From an optimization exercise on the open Yosys and OpenROAD flow, aimed at small area and few clock cycles; shortcuts taken in it are not production practice. Function was checked by simulation only, so behaviour that the tests miss may differ from the original. The flow treats the clock pin as an ideal source, which a real chip does not have. Power figures rest on the tool's default switching activity, not on a simulated workload.

wip/pepper:
// data_sender_top
module data_sender_top (
    input  logic         clk,
    input  logic         rst,
    input  logic [3:0]   msg_length,
    input  logic [119:0] msg_payload,
    input  logic         msg_ready,
    input  logic         cmd_valid,
    input  logic [7:0]   cmd_char,
    input  logic [31:0]  status_word,
    input  logic [2:0]   status_flags,
    output logic         txd,
    output logic         ready
);
    localparam logic [2:0] S_IDLE = 3'd0,
                           S_BANG = 3'd1,    
                           S_LEN  = 3'd2,    
                           S_PAY  = 3'd3,    
                           S_CR   = 3'd4,
                           S_LF   = 3'd5,
                           S_ESC  = 3'd6,    
                           S_PAYC = 3'd7;    
    localparam logic [3:0] D_HEAD = 4'b0001;   
    logic [7:0] head;       
    logic       inv;        
    logic [3:0] rem;        
    logic [3:0] d;          
    logic [2:0] seq;
    logic       dup;        
    logic       buf_full;   
    logic [1:0] pq;         
    logic       cmd_pend;   
    logic       p4, p2;     
    logic [3:0] cnt;        
    logic [3:0] bitc;       
    logic       nb;         
    logic       esc;        
    logic       txd_q;
    logic       cmd_go, load, lds, keep, nload, nkeep, owed, start, adv, valid;
    logic       bit_v, from_ring, tick, last, next_byte;
    logic [2:0] b;
    logic [7:0] hexc, ctl;
    assign cmd_pend = pq[1] || pq[0];
    assign p4     = pq[1];
    assign p2     = pq[1] && pq[0];
    assign ready  = !buf_full && !cmd_pend;
    assign txd    = txd_q;
    assign cmd_go = cmd_valid &&
                    (cmd_char == 8'h43 || cmd_char == 8'h52 || cmd_char == 8'h57);
    assign owed  = (seq != S_IDLE) || buf_full || cmd_pend;
    assign tick  = (cnt == 4'd15);
    assign last  = (bitc == 4'd2);
    assign start = tick && last && owed;
    assign adv   = tick && (bitc == 4'd15);
    assign b     = bitc[2:0];
    assign load  = msg_ready && ready;
  ...
For scale: roughly 490 cells after synthesis, ~170 I/O pins, ~5300 sq um of cells after synthesis.
export LEC_CHECK = 0
export ABC_AREA = 0
export CAP_MARGIN = 0
export CORE_MARGIN = 2
export CORE_UTILIZATION = 60
export PLACE_DENSITY = 0.72
export SLEW_MARGIN = 0
export SYNTH_HIERARCHICAL = 1
create_clock -name core_clock -period 10.0 [get_ports {clk}]
standard.sh (not shown) runs the stock make flow with config.mk's settings and CLKGATE_MAP_FILE= SYNTH_SCRIPT=/design/flow/synth_recipe.tcl, a recipe that flattens the netlist after the stock synthesis.
==> flow/flow/run.sh <==
#!/bin/bash
# The standard layout with three changes: plain buf_1 cells as the port
# buffers, a clock tree of clkbuf_4 cells without dummy loads, and the clock
# buffers with a high output slew upsized to clkbuf_8 after CTS.
set -euo pipefail
export BUFFER_PORTS_ARGS="-buffer_cell sky130_fd_sc_hd__buf_1"
export CTS_ARGS="-sink_clustering_enable -repair_clock_nets -dont_use_dummy_load -buf_list sky130_fd_sc_hd__clkbuf_4"
export POST_CTS_TCL="$PWD/flow/post_cts.tcl"
bash standard.sh > standard.log 2>&1
==> flow/flow/post_cts.tcl <==
# After clock tree synthesis: upsize the clock buffers whose output slew is
# high, so every flip-flop clock pin stays well inside the slew limit, then
# legalise the placement again.
estimate_parasitics -placement
set upsized 0
foreach inst [[ord::get_db_block] getInsts] {
  set name [$inst getName]
  if {[[$inst getMaster] getName] ne "sky130_fd_sc_hd__clkbuf_4"} { continue }
  if {![string match "clkbuf_*" $name]} { continue }
  set slew [get_property [get_pins $name/X] slew_max]
  if {$slew > 0.108} {
    replace_cell [get_cells $name] sky130_fd_sc_hd__clkbuf_8
    puts "post_cts: upsized $name (slew $slew)"
    incr upsized
  }
}
if {$upsized > 0} {
  detailed_placement
  check_placement -verbose
}
wip/pepper finished end to end and its layout was clean on timing, DRC and antenna.
Testbench counts of wip/pepper, summed over its fixed seeds: cycles 820,024.
Inputs modified between wip/pepper and wip/cedar:
- changing CORE_UTILIZATION from 60 to 72
- changing PLACE_DENSITY from 0.72 to 0.82
## What came out
In terms of combinational cell power, wip/pepper and wip/cedar differ only marginally. Comparing wip/cedar against wip/pepper, there is no change at all in compound-gate portion of the synthesized area. When wip/cedar is measured against wip/pepper, its length of routed met2 wiring turns out about 0.54% lower.
Setup changes, wip/cedar to wip/zinc
- PLACE_DENSITY changed from 0.82 to 0.72
- SLEW_MARGIN changed from 0 to 20
- CAP_MARGIN changed from 0 to 20
- CORE_UTILIZATION changed from 72 to 60
-- flow/flow/post_cts.tcl --
<<< wip/cedar, line 9
  if {![string match "clkbuf_*" $name]} { continue }
  set slew [get_property [get_pins $name/X] slew_max]
  if {$slew > 0.108} {
    replace_cell [get_cells $name] sky130_fd_sc_hd__clkbuf_8
    puts "post_cts: upsized $name (slew $slew)"
>>> wip/zinc, line 9
  if {![string match "clkbuf_*" $name]} { continue }
  set slew [get_property [get_pins $name/X] slew_max]
  if {$slew > 0.095} {
    replace_cell [get_cells $name] sky130_fd_sc_hd__clkbuf_8
    puts "post_cts: upsized $name (slew $slew)"
[summary]
wip/cedar has completed all stages; timing, DRC and antenna checks passed. Having completed the whole flow, wip/zinc delivered a layout that passed the timing, DRC and antenna checks. Looking at required time of the critical path across wip/zinc and wip/cedar, the one that comes out lower is wip/cedar. Filler cell count in the final layout came out higher on wip/zinc than on wip/cedar. | worst ir drop on vdd | wip/zinc vs wip/cedar | 8.2 uV lower |. Comparing wip/zinc and wip/cedar, the higher cell count along the critical path was measured on wip/cedar.

[what the ideal ports hide]
Ports are ideal in the flow. The routed layouts listed here were re-timed in OpenROAD.
Step 1 sets driving cells, clkbuf_16 on the clock port and buf_2 on the other inputs (assumed; they add their load-dependent delay and slew).
Step 2 times the ports against the registers' clock, not the clock port: input delays grow and output delays shrink by t, the midpoint of the rising clock arrivals with the driver on.
Slacks: ideal / step 1 / step 2; pairs: ideal / step 1.
run	shift t [ns]	setup WS [ns]	worst setup path after step 2	worst register clock-pin slew, ns
wip/pepper	0.419	5.663 / 5.675 / 5.256	input to register	0.11 / 0.11
wip/cedar	0.438	6.426 / 6.436 / 5.999	input to register	0.11 / 0.11
wip/zinc	0.429	5.697 / 5.709 / 5.280	input to register	0.09 / 0.09
After both steps setup and hold are still met in every run listed. For wip/cedar, which loses most, drivers alone change the setup slack by +0.010 ns; drivers and shift together by -0.427 ns.
